Background: an optimization exercise with open tools, aiming at small area and a short achievable clock period. Do not read the settings as production practice. RTL that was checked went through simulation tests only; none was proved equivalent to the original.

==> inputs of job 4278 <==
==> flow/design.v <==
`default_nettype none
package angle_pkg;
    typedef logic signed [32-1:0] angle_t;
    typedef logic [9-1:0] heading_t;
    localparam int LO_W = 10;
    localparam int Q_W  = 14;
    localparam int M_W  = 6;
    localparam int TURN = 45;
endpackage
`default_nettype wire
`default_nettype none
package imu_pkg;
    typedef logic signed [16-1:0] rate_t;
endpackage
`default_nettype wire
`timescale 1ns/1ps
`default_nettype none
module gyro_integrator (
    input  logic                       clk,
    input  logic                       rst_n,
    input  logic                       clear,
    input  logic [15:0]                rate,
    output logic [angle_pkg::LO_W-1:0] lo,
    output logic [angle_pkg::M_W-1:0]  mb,
    output logic                       c,
    output logic                       ovp,
    output logic                       ovn
);
    logic [15:0] r;
    logic [13:0] q;
    logic [15:0] low_n;
    logic        c16;
    logic [7:0]  hi_p1, hi_m1, hi_n;
    logic        c_n, ovp_n, ovn_n;
    logic [5:0]  mb_n;
    assign r = rate;
    kadd #(.W(16)) add_low_i (
        .a    ({q[5:0], lo}),
        .b    (r),
        .cin  (1'b0),
        .s    (low_n),
        .cout (c16)
    );
    assign c_n = low_n[10] ^ q[0] ^ r[10];
    kadd #(.W(8)) inc_i (.a(q[13:6]), .b(8'h00), .cin(1'b1), .s(hi_p1), .cout());
    kadd #(.W(8)) dec_i (.a(q[13:6]), .b(8'hff), .cin(1'b0), .s(hi_m1), .cout());
    always_comb begin
        case ({r[15], c16})
            2'b01:   hi_n = hi_p1;
            2'b10:   hi_n = hi_m1;
            default: hi_n = q[13:6];
        endcase
    end
    assign ovp_n = (q[13:6] == 8'h7f) & ~r[15] &  c16;
    assign ovn_n = (q[13:6] == 8'h80) &  r[15] & ~c16;
    addfold45 fold_i (
        .a ({2'b00, mb}),
        .b ({{5{ovp}}, ovp | ovn, 1'b0, c}),
        .c ({{2{r[15]}}, r[15:10]}),
        .m (mb_n)
    );
    always_ff @(posedge clk or negedge rst_n) begin
        if (!rst_n) begin
            lo  <= '0;
            q   <= '0;
            mb  <= '0;
            c   <= 1'b0;
            ovp <= 1'b0;
            ovn <= 1'b0;
        end else if (clear) begin
            lo  <= '0;
            q   <= '0;
            mb  <= '0;
            c   <= 1'b0;
            ovp <= 1'b0;
            ovn <= 1'b0;
        end else begin
            lo  <= low_n[9:0];
            q   <= {hi_n, low_n[15:10]};
            mb  <= mb_n;
            c   <= c_n;
            ovp <= ovp_n;
            ovn <= ovn_n;
        end
    end
endmodule
`default_nettype wire
`timescale 1ns/1ps
`default_nettype none
module addfold45 (
    input  logic [7:0] a,
    input  logic [7:0] b,
    input  logic [7:0] c,
    output logic [5:0] m
);
    logic [7:0] s1, c1, s2, c2, s3, c3;
    logic [7:0] u, up, um;
    csa #(.W(8)) csa_u_i  (.a(a),  .b(b),             .c(c),     .s(s1), .cy(c1));
    csa #(.W(8)) csa_up_i (.a(s1), .b({c1[6:0], 1'b0}), .c(8'd45), .s(s2), .cy(c2));
    csa #(.W(8)) csa_um_i (.a(s1), .b({c1[6:0], 1'b0}), .c(8'hd3), .s(s3), .cy(c3));
    kadd #(.W(8)) add_u_i  (.a(s1), .b({c1[6:0], 1'b0}), .cin(1'b0), .s(u),  .cout());
    kadd #(.W(8)) add_up_i (.a(s2), .b({c2[6:0], 1'b0}), .cin(1'b0), .s(up), .cout());
    kadd #(.W(8)) add_um_i (.a(s3), .b({c3[6:0], 1'b0}), .cin(1'b0), .s(um), .cout());
    always_comb begin
        if (u[7])
            m = up[5:0];
        else if (um[7])
            m = u[5:0];
        else
            m = um[5:0];
    end
endmodule
`default_nettype wire
module kadd #(
    parameter int W = 16
) (
    input  logic [W-1:0] a,
    input  logic [W-1:0] b,
    input  logic         cin,
    output logic [W-1:0] s,
    output logic         cout
);
    localparam int L = (W > 16) ? 5 : (W > 8) ? 4 : (W > 4) ? 3 : (W > 2) ? 2 : 1;
    logic [W-1:0] p0;
    logic [W-1:0] gl [0:L];
    logic [W-1:0] pl [0:L];
    assign p0 = a ^ b;
    always_comb begin
        gl[0] = a & b;
        pl[0] = p0;
        gl[0][0] = (a[0] & b[0]) | (p0[0] & cin);
        for (int l = 0; l < L; l++) begin
            for (int i = 0; i < W; i++) begin
                if ((i >> l) & 1) begin
                    gl[l+1][i] = gl[l][i] | (pl[l][i] & gl[l][((i >> l) << l) - 1]);
                    pl[l+1][i] = pl[l][i] & pl[l][((i >> l) << l) - 1];
                end else begin
                    gl[l+1][i] = gl[l][i];
                    pl[l+1][i] = pl[l][i];
                end
            end
        end
    end
    assign s    = p0 ^ {gl[L][W-2:0], cin};
    assign cout = gl[L][W-1];
endmodule
module csa #(
    parameter int W = 8
) (
    input  logic [W-1:0] a,
    input  logic [W-1:0] b,
    input  logic [W-1:0] c,
    output logic [W-1:0] s,
    output logic [W-1:0] cy
);
    assign s  = a ^ b ^ c;
    assign cy = (a & b) | (a & c) | (b & c);
endmodule
`timescale 1ns/1ps
`default_nettype none
module relative_yaw (
    input  logic [6:0] t,
    input  logic       l9,
    output logic [5:0] rel_hi
);
    logic signed [6:0] ts;
    logic [6:0]        tm, tp;
    logic              sub45, add45;
    assign ts = t;
    assign tm = t - 7'd45;
    assign tp = t + 7'd45;
    always_comb begin
        if (l9) begin
            sub45 = ts >= 7'sd22;
            add45 = ts <= -7'sd24;
        end else begin
            sub45 = ts >= 7'sd23;
            add45 = ts <= -7'sd23;
        end
        if (sub45)
            rel_hi = tm[5:0];
        else if (add45)
            rel_hi = tp[5:0];
        else
            rel_hi = t[5:0];
    end
endmodule
`default_nettype wire
`timescale 1ns/1ps
`default_nettype none
module yaw_tracker_top (
    input  logic                clk,
    input  logic                rst_n,
    input  logic                sample_valid,
    input  logic                calibrate,
    input  imu_pkg::rate_t      rate_a,
    input  imu_pkg::rate_t      rate_b,
    output angle_pkg::angle_t   yaw_a,
    output angle_pkg::angle_t   yaw_b,
    output angle_pkg::angle_t   rel_yaw,
    output angle_pkg::heading_t heading,
    output logic                out_valid
);
    localparam int LO_W = angle_pkg::LO_W;
    localparam int M_W  = angle_pkg::M_W;
    logic        v0, v1, v2;
    logic        c0;
    logic [15:0] ra0, rb0;
    logic [LO_W-1:0] lo_a, lo_b;
    logic [M_W-1:0]  mb_a, mb_b;
    logic            c_a, ovp_a, ovn_a, c_b, ovp_b, ovn_b;
    logic [M_W-1:0]  m_a, m_b;
    logic [LO_W-1:0] ya_lo_1, yb_lo_1;
    logic [M_W-1:0]  ya_m_1, yb_m_1;
    logic [LO_W-1:0] dl;
    logic            l_borrow;
    logic [6:0]      t_1;
    logic [5:0]      rel_hi;
    logic [LO_W-1:0] ya_lo_q, yb_lo_q, rel_lo_q;
    logic [M_W-1:0]  ya_m_q, yb_m_q;
    logic [5:0]      rel_hi_q;
    logic            rel_sgn_n_q;
    always_ff @(posedge clk or negedge rst_n) begin
        if (!rst_n) begin
            v0 <= 1'b0;
            v1 <= 1'b0;
            v2 <= 1'b0;
            c0 <= 1'b0;
        end else begin
            v0 <= sample_valid;
            v1 <= v0;
            v2 <= v1;
            c0 <= sample_valid && calibrate;
        end
    end
    always_ff @(posedge clk or negedge rst_n) begin
        if (!rst_n) begin
            ra0 <= '0;
            rb0 <= '0;
        end else begin
            ra0 <= sample_valid ? rate_a : 16'd0;
            rb0 <= sample_valid ? rate_b : 16'd0;
        end
    end
    gyro_integrator gyro_integrator_a_i (
        .clk   (clk),
        .rst_n (rst_n),
        .clear (c0),
        .rate  (ra0),
        .lo    (lo_a),
        .mb    (mb_a),
        .c     (c_a),
        .ovp   (ovp_a),
        .ovn   (ovn_a)
    );
    gyro_integrator gyro_integrator_b_i (
        .clk   (clk),
        .rst_n (rst_n),
        .clear (c0),
        .rate  (rb0),
        .lo    (lo_b),
        .mb    (mb_b),
        .c     (c_b),
        .ovp   (ovp_b),
        .ovn   (ovn_b)
    );
    addfold45 fold_a_i (
        .a ({2'b00, mb_a}),
        .b ({{5{ovp_a}}, ovp_a | ovn_a, 1'b0, c_a}),
        .c (8'd0),
        .m (m_a)
    );
    addfold45 fold_b_i (
        .a ({2'b00, mb_b}),
        .b ({{5{ovp_b}}, ovp_b | ovn_b, 1'b0, c_b}),
        .c (8'd0),
        .m (m_b)
    );
    logic [9:0] lo_diff;
    logic       lo_borrow;
    logic [6:0] t_n;
    assign {lo_borrow, lo_diff} = {1'b0, lo_a} - {1'b0, lo_b};
    logic [6:0] pa, pb;
    assign pa  = {{4{ovp_a}}, ovp_a | ovn_a, 1'b0, c_a};
    assign pb  = {{4{ovp_b}}, ovp_b | ovn_b, 1'b0, c_b};
    logic [6:0] t_s1, t_c1, t_s2, t_c2;
    csa #(.W(7)) t_csa1_i (.a({1'b0, mb_a}), .b({1'b1, ~mb_b}), .c(pa), .s(t_s1), .cy(t_c1));
    csa #(.W(7)) t_csa2_i (.a(t_s1), .b({t_c1[5:0], 1'b1}), .c(~pb), .s(t_s2), .cy(t_c2));
    kadd #(.W(7)) t_add_i (
        .a    (t_s2),
        .b    ({t_c2[5:0], 1'b0}),
        .cin  (~lo_borrow),
        .s    (t_n),
        .cout ()
    );
    always_ff @(posedge clk or negedge rst_n) begin
        if (!rst_n) begin
            ya_lo_1  <= '0;
            yb_lo_1  <= '0;
            ya_m_1   <= '0;
            yb_m_1   <= '0;
            t_1      <= '0;
        end else begin
            ya_lo_1  <= lo_a;
            yb_lo_1  <= lo_b;
            ya_m_1   <= m_a;
            yb_m_1   <= m_b;
            t_1      <= t_n;
        end
    end
    assign {l_borrow, dl} = {1'b0, ya_lo_1} - {1'b0, yb_lo_1};
    relative_yaw relative_yaw_i (
        .t      (t_1),
        .l9     (dl[9]),
        .rel_hi (rel_hi)
    );
    always_ff @(posedge clk or negedge rst_n) begin
        if (!rst_n) begin
            ya_lo_q   <= '0;
            yb_lo_q   <= '0;
            ya_m_q    <= '0;
            yb_m_q    <= '0;
            rel_lo_q  <= '0;
            rel_hi_q  <= '0;
            out_valid <= 1'b0;
        end else begin
            ya_lo_q   <= ya_lo_1;
            yb_lo_q   <= yb_lo_1;
            ya_m_q    <= ya_m_1;
            yb_m_q    <= yb_m_1;
            rel_lo_q  <= dl;
            rel_hi_q  <= rel_hi;
            out_valid <= v2;
        end
    end
    assign yaw_a   = {8'd0, ya_m_q, ya_lo_q, 8'd0};
    assign yaw_b   = {8'd0, yb_m_q, yb_lo_q, 8'd0};
    always_ff @(posedge clk or negedge rst_n) begin
        if (!rst_n) begin
            rel_sgn_n_q <= 1'b1;
        end else begin
            rel_sgn_n_q <= ~rel_hi[5];
        end
    end
    assign rel_yaw = {{4{~rel_sgn_n_q}}, {5{rel_hi_q[5]}}, rel_hi_q[4:0], rel_lo_q, 8'd0};
    assign heading = {ya_m_q, ya_lo_q[9:7]};
endmodule
`default_nettype wire
==> flow/flow/run.sh <==
#!/bin/bash
set -euo pipefail
MARGIN=$(cat flow/margin.txt)
bash standard.sh ADDER_MAP_FILE= synth > synth.log 2>&1
bash standard.sh SETUP_SLACK_MARGIN=$MARGIN floorplan > floorplan.log 2>&1
bash standard.sh SETUP_SLACK_MARGIN=$MARGIN "BUFFER_PORTS_ARGS=-buffer_cell sky130_fd_sc_hd__buf_1" place > place.log 2>&1
bash standard.sh SETUP_SLACK_MARGIN=$MARGIN cts > cts.log 2>&1
bash standard.sh SETUP_SLACK_MARGIN=$MARGIN route > route.log 2>&1
bash standard.sh SETUP_SLACK_MARGIN=$MARGIN finish > finish.log 2>&1
==> flow/flow/margin.txt <==
7.0
==> flow/standard.sh <==
#!/bin/bash
# synth_recipe.tcl (not shown) runs the flow's synth.tcl, then flattens the netlist and writes it again
# the make line also repeats each setting of config.mk as NAME=value (left out here)
make -C /OpenROAD-flow-scripts/flow DESIGN_CONFIG=/design/flow/config.mk WORK_HOME=/design/flow/orfs CLKGATE_MAP_FILE= SYNTH_SCRIPT=/design/flow/synth_recipe.tcl "${@:-finish}"
==> flow/config.mk <==
export PLATFORM = sky130hd
export DESIGN_NAME = yaw_tracker_top
export DESIGN_NICKNAME = yaw_tracker_top
export VERILOG_FILES = /design/flow/design.v
export SDC_FILE = /design/flow/constraint.sdc
export NUM_CORES = 4
export LEC_CHECK = 0
export CAP_MARGIN = 20
export CORE_MARGIN = 2
export CORE_UTILIZATION = 55
export SLEW_MARGIN = 20
==> flow/constraint.sdc <==
create_clock -name core_clock -period 10.0 [get_ports {clk}]
set_input_delay 2.0000 -clock core_clock [delete_from_list [all_inputs] [get_ports {clk}]]
set_output_delay 2.0000 -clock core_clock [all_outputs]
set_load 0.01 [all_outputs]
==> job 1066: changes against job 4278 <==
==> flow/design.v, changed modules only <==
module gyro_integrator (
    input  logic                       clk,
    input  logic                       rst_n,
    input  logic                       clear,
    input  logic [15:0]                rate,
    output logic [angle_pkg::LO_W-1:0] lo,
    output logic [angle_pkg::M_W-1:0]  mb,
    output logic                       c,
    output logic                       ovp,
    output logic                       ovn
);
    logic [15:0] r;
    logic [13:0] q;
    logic [15:0] low_n;
    logic        c16;
    logic [7:0]  hi_p1, hi_m1, hi_n;
    logic        c_n, ovp_n, ovn_n;
    logic [7:0]  ps;
    logic [7:0]  a;
    logic [5:0]  mb_n;
    assign r = rate;
    kadd #(.W(16)) add_low_i (
        .a    ({q[5:0], lo}),
        .b    (r),
        .cin  (1'b0),
        .s    (low_n),
        .cout (c16)
    );
    assign c_n = low_n[10] ^ q[0] ^ r[10];
    kadd #(.W(8)) inc_i (.a(q[13:6]), .b(8'h00), .cin(1'b1), .s(hi_p1), .cout());
    kadd #(.W(8)) dec_i (.a(q[13:6]), .b(8'hff), .cin(1'b0), .s(hi_m1), .cout());
    always_comb begin
        case ({r[15], c16})
            2'b01:   hi_n = hi_p1;
            2'b10:   hi_n = hi_m1;
            default: hi_n = q[13:6];
        endcase
    end
    assign ovp_n = (q[13:6] == 8'h7f) & ~r[15] &  c16;
    assign ovn_n = (q[13:6] == 8'h80) &  r[15] & ~c16;
    assign ps = {{5{ovp}}, ovp | ovn, 1'b0, c} + {{2{r[15]}}, r[15:10]};
    assign a  = {2'b00, mb} + ps;
    fold45 fold_i (.x(a), .m(mb_n));
    always_ff @(posedge clk or negedge rst_n) begin
        if (!rst_n) begin
            lo  <= '0;
            q   <= '0;
            mb  <= '0;
            c   <= 1'b0;
            ovp <= 1'b0;
            ovn <= 1'b0;
        end else if (clear) begin
            lo  <= '0;
            q   <= '0;
            mb  <= '0;
            c   <= 1'b0;
            ovp <= 1'b0;
            ovn <= 1'b0;
        end else begin
            lo  <= low_n[9:0];
            q   <= {hi_n, low_n[15:10]};
            mb  <= mb_n;
            c   <= c_n;
            ovp <= ovp_n;
            ovn <= ovn_n;
        end
    end
endmodule
module fold45 (
    input  logic [7:0] x,
    output logic [5:0] m
);
    logic [7:0] y;
    always_comb begin
        if (x[7])
            y = x + 8'd45;
        else if (x >= 8'd45)
            y = x - 8'd45;
        else
            y = x;
        m = y[5:0];
    end
endmodule
module relative_yaw (
    input  logic [angle_pkg::M_W-1:0]  m_a,
    input  logic [angle_pkg::LO_W-1:0] lo_a,
    input  logic [angle_pkg::M_W-1:0]  m_b,
    input  logic [angle_pkg::LO_W-1:0] lo_b,
    output logic [5:0]                 rel_hi,
    output logic                       sign,
    output logic [angle_pkg::LO_W-1:0] rel_lo
);
    logic              borrow, l9;
    logic signed [6:0] y;
    logic              ge22, ge23, ge24, le22, le23, le24;
    logic              sub45, add45;
    logic [6:0]        k;
    logic [6:0]        r;
    assign {borrow, rel_lo} = {1'b0, lo_a} - {1'b0, lo_b};
    assign l9 = rel_lo[9];
    assign y = {1'b0, m_a} - {1'b0, m_b};
    assign ge22 = y >=  7'sd22;
    assign ge23 = y >=  7'sd23;
    assign ge24 = y >=  7'sd24;
    assign le22 = y <= -7'sd22;
    assign le23 = y <= -7'sd23;
    assign le24 = y <= -7'sd24;
    always_comb begin
        if (borrow) begin
            sub45 = ge24 | (ge23 & l9);
            add45 = le23 | (le22 & ~l9);
        end else begin
            sub45 = ge23 | (ge22 & l9);
            add45 = le24 | (le23 & ~l9);
        end
        case ({sub45, add45, borrow})
            3'b100:  k = 7'h53;    
            3'b101:  k = 7'h52;    
            3'b010:  k = 7'h2d;    
            3'b011:  k = 7'h2c;    
            3'b001:  k = 7'h7f;    
            default: k = 7'h00;
        endcase
    end
    assign r      = y + k;
    assign rel_hi = r[5:0];
    assign sign   = r[6];
endmodule
module yaw_tracker_top (
    input  logic                clk,
    input  logic                rst_n,
    input  logic                sample_valid,
    input  logic                calibrate,
    input  imu_pkg::rate_t      rate_a,
    input  imu_pkg::rate_t      rate_b,
    output angle_pkg::angle_t   yaw_a,
    output angle_pkg::angle_t   yaw_b,
    output angle_pkg::angle_t   rel_yaw,
    output angle_pkg::heading_t heading,
    output logic                out_valid
);
    localparam int LO_W = angle_pkg::LO_W;
    localparam int M_W  = angle_pkg::M_W;
    logic        v0, v1, v2;
    logic        c0;
    logic [15:0] ra0, rb0;
    logic [LO_W-1:0] lo_a, lo_b;
    logic [M_W-1:0]  mb_a, mb_b;
    logic            c_a, ovp_a, ovn_a, c_b, ovp_b, ovn_b;
    logic [M_W-1:0]  m_a, m_b;
    logic [LO_W-1:0] ya_lo_1, yb_lo_1;
    logic [M_W-1:0]  ya_m_1, yb_m_1;
    logic [LO_W-1:0] dl;
    logic [5:0]      rel_hi;
    logic [LO_W-1:0] ya_lo_q, yb_lo_q, rel_lo_q;
    logic [M_W-1:0]  ya_m_q, yb_m_q;
    logic [5:0]      rel_hi_q;
    logic            rel_sgn, rel_sgn_q;
    always_ff @(posedge clk or negedge rst_n) begin
        if (!rst_n) begin
            v0 <= 1'b0;
            v1 <= 1'b0;
            v2 <= 1'b0;
            c0 <= 1'b0;
        end else begin
            v0 <= sample_valid;
            v1 <= v0;
            v2 <= v1;
            c0 <= sample_valid && calibrate;
        end
    end
    always_ff @(posedge clk or negedge rst_n) begin
        if (!rst_n) begin
            ra0 <= '0;
            rb0 <= '0;
        end else begin
            ra0 <= sample_valid ? rate_a : 16'd0;
            rb0 <= sample_valid ? rate_b : 16'd0;
        end
    end
    gyro_integrator gyro_integrator_a_i (
        .clk   (clk),
        .rst_n (rst_n),
        .clear (c0),
        .rate  (ra0),
        .lo    (lo_a),
        .mb    (mb_a),
        .c     (c_a),
        .ovp   (ovp_a),
        .ovn   (ovn_a)
    );
    gyro_integrator gyro_integrator_b_i (
        .clk   (clk),
        .rst_n (rst_n),
        .clear (c0),
        .rate  (rb0),
        .lo    (lo_b),
        .mb    (mb_b),
        .c     (c_b),
        .ovp   (ovp_b),
        .ovn   (ovn_b)
    );
    logic [7:0] ma_raw, mb_raw;
    assign ma_raw = {2'b00, mb_a} + {{5{ovp_a}}, ovp_a | ovn_a, 1'b0, c_a};
    assign mb_raw = {2'b00, mb_b} + {{5{ovp_b}}, ovp_b | ovn_b, 1'b0, c_b};
    fold45 fold_a_i (.x(ma_raw), .m(m_a));
    fold45 fold_b_i (.x(mb_raw), .m(m_b));
    always_ff @(posedge clk or negedge rst_n) begin
        if (!rst_n) begin
            ya_lo_1  <= '0;
            yb_lo_1  <= '0;
            ya_m_1   <= '0;
            yb_m_1   <= '0;
        end else begin
            ya_lo_1  <= lo_a;
            yb_lo_1  <= lo_b;
            ya_m_1   <= m_a;
            yb_m_1   <= m_b;
        end
    end
    relative_yaw relative_yaw_i (
        .m_a    (ya_m_1),
        .lo_a   (ya_lo_1),
        .m_b    (yb_m_1),
        .lo_b   (yb_lo_1),
        .rel_hi (rel_hi),
        .sign   (rel_sgn),
        .rel_lo (dl)
    );
    always_ff @(posedge clk or negedge rst_n) begin
        if (!rst_n) begin
            ya_lo_q   <= '0;
            yb_lo_q   <= '0;
            ya_m_q    <= '0;
            yb_m_q    <= '0;
            rel_lo_q  <= '0;
            rel_hi_q  <= '0;
            out_valid <= 1'b0;
        end else begin
            ya_lo_q   <= ya_lo_1;
            yb_lo_q   <= yb_lo_1;
            ya_m_q    <= ya_m_1;
            yb_m_q    <= yb_m_1;
            rel_lo_q  <= dl;
            rel_hi_q  <= rel_hi;
            out_valid <= v2;
        end
    end
    assign yaw_a   = {8'd0, ya_m_q, ya_lo_q, 8'd0};
    assign yaw_b   = {8'd0, yb_m_q, yb_lo_q, 8'd0};
    always_ff @(posedge clk or negedge rst_n) begin
        if (!rst_n) begin
            rel_sgn_q <= 1'b0;
        end else begin
            rel_sgn_q <= rel_sgn;
        end
    end
    assign rel_yaw = {{4{rel_sgn_q}}, {5{rel_hi_q[5]}}, rel_hi_q[4:0], rel_lo_q, 8'd0};
    assign heading = {ya_m_q, ya_lo_q[9:7]};
endmodule
// module addfold45 removed
// module csa removed
Settings changed: ABC_AREA from default to 1, CORE_UTILIZATION 55 to 40, CTS_BUF_LIST from default to sky130_fd_sc_hd__clkbuf_8.
==> job 1253: changes against job 4278 <==
Settings changed: CORE_UTILIZATION 55 to 40.
==> job 5411: changes against job 4278 <==
--- a/flow/design.v
+++ b/flow/design.v
@@ -162,5 +162,6 @@
     input  logic [6:0] t,
     input  logic       l9,
-    output logic [5:0] rel_hi
+    output logic [5:0] rel_hi,
+    output logic       sign
 );
     logic signed [6:0] ts;
@@ -185,4 +186,5 @@
             rel_hi = t[5:0];
     end
+    assign sign = (sub45 & tm[5]) | (~sub45 & add45 & tp[5]) | (~sub45 & ~add45 & t[5]);
 endmodule
 `default_nettype wire
@@ -215,4 +217,5 @@
     logic [LO_W-1:0] dl;
     logic            l_borrow;
+    logic            rel_sgn;
     logic [6:0]      t_1;
     logic [5:0]      rel_hi;
@@ -220,5 +223,5 @@
     logic [M_W-1:0]  ya_m_q, yb_m_q;
     logic [5:0]      rel_hi_q;
-    logic            rel_sgn_n_q;
+    logic            rel_sgn_q;
     always_ff @(posedge clk or negedge rst_n) begin
         if (!rst_n) begin
@@ -313,5 +316,6 @@
         .t      (t_1),
         .l9     (dl[9]),
-        .rel_hi (rel_hi)
+        .rel_hi (rel_hi),
+        .sign   (rel_sgn)
     );
     always_ff @(posedge clk or negedge rst_n) begin
@@ -338,10 +342,10 @@
     always_ff @(posedge clk or negedge rst_n) begin
         if (!rst_n) begin
-            rel_sgn_n_q <= 1'b1;
+            rel_sgn_q <= 1'b0;
         end else begin
-            rel_sgn_n_q <= ~rel_hi[5];
+            rel_sgn_q <= rel_sgn;
         end
     end
-    assign rel_yaw = {{4{~rel_sgn_n_q}}, {5{rel_hi_q[5]}}, rel_hi_q[4:0], rel_lo_q, 8'd0};
+    assign rel_yaw = {{4{rel_sgn_q}}, {5{rel_hi_q[5]}}, rel_hi_q[4:0], rel_lo_q, 8'd0};
     assign heading = {ya_m_q, ya_lo_q[9:7]};
 endmodule
==> flow/flow/margin.txt (replaced) <==
7.3
Settings changed: CORE_UTILIZATION 55 to 40.
==> comparison table <==
item                                                                                                 job 1253                  job 1066                  job 5411                  job 4278
Routed wire per std cell                                                                              14.6 um                   11.2 um                   16.3 um                   15.4 um
Outcome                                                                              timing/DRC/antenna clean  timing/DRC/antenna clean  timing/DRC/antenna clean  timing/DRC/antenna clean
Flops & latches, synth                                                                                    191                       184                       191                       191
Number of gates given a new drive strength after cts                                                       51                         9                       113                        50
Starting DRC count in detailed routing                                                                    609                       392                       637                       555
Cell count of the worst reg-to-reg path                                                                    10                        15                        11                        11
Worst clock skew                                                                                    0.0157 ns                 0.0197 ns                 0.0148 ns                 0.0131 ns
Area after DPL                                                                                    12,000 um^2               11,200 um^2               12,300 um^2               11,800 um^2
Most frequent cell after synthesis                                                   sky130_fd_sc_hd__dfrtp_1  sky130_fd_sc_hd__nand2_1  sky130_fd_sc_hd__dfrtp_1  sky130_fd_sc_hd__dfrtp_1
Count of sequential standard cells                                                                        191                       184                       191                       191
Clock transition time at the flip-flop clock pins of the worst setup and hold paths                   0.09 ns                   0.11 ns                   0.08 ns                   0.07 ns
Synthesis-to-finish area growth                                                                         16.7%                     9.20%                     23.0%                     15.9%
Clock network share of area                                                                            0.0495                    0.0351                    0.0439                    0.0461
Function not checked in job 4278, job 1066 and job 1253: the RTL went through the layout flow alone.

## separate check: timing with driven ports
The flow's constraints put no driver on any port. The routed layouts listed below were extracted and timed again, unchanged, in two steps. Step 1 assumes that a clkbuf_16 drives the clock port and a buf_2 every other input. Step 2 times the ports against the registers' clock, not the clock port: input delays grow and output delays shrink by t, the midpoint of the rising clock arrivals with the driver on. Slacks: no drivers / after step 1 / after step 2; pairs: no drivers / after step 1.
run | t (ns) | slack for setup (ns) | worst setup path after step 2 | latest minus earliest clock arrival (ns) | cell pins on the clock port's net
job 4278 | 0.483 | 6.872 / 6.823 / 6.807 | input, reset recovery | 0.014 / 0.014 | 1
job 1066 | 0.502 | 6.972 / 6.927 / 6.850 | input, reset recovery | 0.020 / 0.020 | 1
job 1253 | 0.494 | 6.862 / 6.812 / 6.875 | input, reset recovery | 0.018 / 0.018 | 1
job 5411 | 0.488 | 6.991 / 6.945 / 6.992 | register to register | 0.017 / 0.017 | 1
After both steps setup and hold are still met in every run listed. The setup slack of job 1066, which loses most, moves by -0.045 ns with the drivers and by -0.122 ns with both steps. Setup slack includes reset recovery checks.
